This is an optimization exercise on Yosys and OpenROAD, whose aim is small area, a short achievable clock period and few clock cycles per item, not a production implementation. Only simulation tests tie the RTL to the original design; equivalence was not proved.

==> flow/design.v (excerpt) <==
module bitmap_fit_allocator (
  input  logic        clk,
  input  logic        rst,
  input  logic        req_valid,
  output logic        req_ready,
  input  logic        req_action,
  input  logic [1:0]  req_algorithm,
  input  logic [10:0] req_count,
  input  logic [9:0]  req_start,
  output logic        rsp_valid,
  input  logic        rsp_ready,
  output logic [1:0]  rsp_status,
  output logic [9:0]  rsp_start,
  output logic [10:0] rsp_count,
  output logic [10:0] rsp_free
);
==> flow/config.mk <==
export PLATFORM = sky130hd
export DESIGN_NAME = bitmap_fit_allocator
export DESIGN_NICKNAME = bitmap_fit_allocator
export VERILOG_FILES = /design/flow/design.v
export SDC_FILE = /design/flow/constraint.sdc
export NUM_CORES = 4
export LEC_CHECK = 0
export CAP_MARGIN = 20
export CORE_MARGIN = 2
export CORE_UTILIZATION = 40
export SETUP_SLACK_MARGIN = 5
export SLEW_MARGIN = 20
==> flow/constraint.sdc <==
create_clock -name core_clock -period 15.0 [get_ports {clk}]
set_input_delay 3.0000 -clock core_clock [delete_from_list [all_inputs] [get_ports {clk}]]
set_output_delay 3.0000 -clock core_clock [all_outputs]
set_load 0.01 [all_outputs]
standard.sh (not shown) runs the stock make flow with config.mk's settings and CLKGATE_MAP_FILE= SYNTH_SCRIPT=/design/flow/synth_recipe.tcl, a recipe that flattens the netlist after the stock synthesis.
==> flow/flow/run.sh <==
#!/bin/bash
set -uo pipefail
WORK=$(pwd)
PLAT=${FLOW_PLATFORM:-sky130hd}
RES=orfs/results/$PLAT/bitmap_fit_allocator/base

# 1. The standard synthesis, in orfs/ where standard.sh keeps its results.
bash standard.sh synth > synth_standard.log 2>&1 || exit 1

# 2. The own synthesis, in orfs_own/, with a copy of ORFS's scripts whose abc
#    script is flow/abc_map.script.
rm -rf scripts_own
cp -r "$FLOW_HOME/scripts" scripts_own
cp flow/abc_map.script scripts_own/abc_speed.script
sed -e "s#WORK_HOME=[^ ]*#WORK_HOME=$WORK/orfs_own#" \
    -e "s#\"\${@:-finish}\"#ADDER_MAP_FILE= SCRIPTS_DIR=$WORK/scripts_own \"\${@:-finish}\"#" \
    standard.sh > standard_own.sh
RES_OWN=orfs_own/results/$PLAT/bitmap_fit_allocator/base
if bash standard_own.sh synth > synth_own.log 2>&1; then
  regs() {
    grep -oE 'sky130_fd_sc_hd__[a-z0-9]*df[a-z0-9]*_[0-9]+ +[^ (]+' "$1" | sort
  }
  regs $RES/1_2_yosys.v > regs_standard.txt
  regs $RES_OWN/1_2_yosys.v > regs_own.txt
  if [[ -s regs_standard.txt ]] && cmp -s regs_standard.txt regs_own.txt; then
    echo "registers match: using the own synthesis" > synth_choice.log
    for f in 1_2_yosys.v 1_2_yosys.sdc 1_synth.odb 1_synth.sdc; do
      cp $RES_OWN/$f $RES/$f
    done
  else
    echo "registers differ: using the standard synthesis" > synth_choice.log
    diff regs_standard.txt regs_own.txt >> synth_choice.log
  fi
else
  echo "own synthesis failed: using the standard synthesis" > synth_choice.log
fi

# 3. The rest of the standard flow, from the floorplan to the final DEF, with
#    the resizer aiming at REPAIR_MARGIN ns of setup slack (at the design's
#    clock period and constraints) instead of config.mk's SETUP_SLACK_MARGIN.
REPAIR_MARGIN=$(cat flow/repair_margin.txt)
sed -e "s#SETUP_SLACK_MARGIN=[^ ]*##" \
    -e "s#\"\${@:-finish}\"#SETUP_SLACK_MARGIN=$REPAIR_MARGIN \"\${@:-finish}\"#" \
    standard.sh > standard_layout.sh
bash standard_layout.sh > layout.log 2>&1
==> flow/flow/abc_map.script <==
strash
dch
map -B 0.9
buffer
upsize
dnsize
==> flow/flow/repair_margin.txt <==
8
Testbench counts at the start, summed over its fixed seeds: cycles 15,290, items 3,200.
==> next run, changes <==
==> flow/flow/abc_map.script (replaced) <==
strash
dch
map -B 0.9
topo
buffer
upsize
dnsize
==> flow/flow/repair_margin.txt (replaced) <==
7.5
Effect:
- area after synthesis is unchanged
- utilization fell by 3.0 points
- worst hold slack degrades by 0.0034 ns
- clock-buffer cell count rose by 8


Setup of run A:
bitmap_fit_allocator, a different RTL version from the one above (not shown whole).
For scale: ~13,000 cells after synthesis, about 64 I/O pins, about 99,000 µm² of cells after synthesis.
clock: 15.0 ns
lec_check: 0
cap_margin: 20
core_margin: 2
core_utilization: 50
setup_slack_margin: 5
slew_margin: 20
==> flow/flow/abc_map.script <==
strash
dch
map -B 0.9
topo
buffer
upsize
dnsize
==> flow/flow/repair_margin.txt <==
7.5
Scripts as last shown in full above: flow/flow/run.sh
Having completed the whole flow, run A delivered a layout that passed the timing, DRC and antenna checks.
Testbench counts of run A, summed over its fixed seeds: cycles 15,290, items 3,200.
#### Input delta (run B over run A)
- a change of CORE_UTILIZATION from 50 to 40
==> flow/flow/repair_margin.txt <==
7
Results
In run B, the global-route met1 utilization came out 11 points below the value in run A.
Run A → run B: final non-filler cell area decreased 4.0%, post-route worst hold slack down 0.054 ns.
Number of gates resized after cts: run B and run A compared, higher one is run A
The following lists how run C was set up differently from run B:
==> flow/flow/abc_map.script <==
strash
dch
map -B 0.9
buffer
upsize
dnsize
==> flow/flow/repair_margin.txt <==
8.5
Results
- Cell area was higher in run C than in run B.
- Number of antenna violations at the first check in global routing (lower): run B
- Run comparison: run B last element of the critical path u_unit.t_s4[12]; run C last element of the critical path u_unit.t_cnt[6]
- Cmp run C vs run B: sequential share of layout area lower in run C

port drivers added, routing unchanged:
No port has a modelled driver above. Below, the same layouts with a new extraction and two added sets of constraints. Step 1 sets driving cells, clkbuf_16 on the clock port and buf_2 on the other inputs (assumed; they add their load-dependent delay and slew). Step 2 adds t to the input delays and takes it off the output delays; t is the mean of the earliest and latest rising clock arrival at the registers after step 1. Input paths then give back, and output paths get back, about the clock's delay inside the block. Slacks: ideal ports / drivers / drivers and shift; pairs: ideal ports / drivers.
run | t, ns | setup slack, ns | hold WS [ns] | cell pins on the clock port's net
the first run of note 1 | 0.921 | 7.847 / 7.847 / 7.252 | 0.417 / 0.417 / 0.417 | 1
the second run of note 1 | 0.954 | 7.648 / 7.682 / 6.770 | 0.414 / 0.414 / 0.414 | 1
run A | 0.925 | 7.563 / 7.563 / 7.563 | 0.415 / 0.415 / 0.415 | 1
run B | 0.919 | 7.287 / 7.287 / 7.287 | 0.361 / 0.361 / 0.361 | 1
run C | 0.938 | 7.687 / 7.687 / 7.687 | 0.416 / 0.416 / 0.416 | 1
After both steps every run listed still meets setup and hold. For the second run of note 1, which loses most, drivers alone change the setup slack by +0.034 ns; drivers and shift together by -0.878 ns.
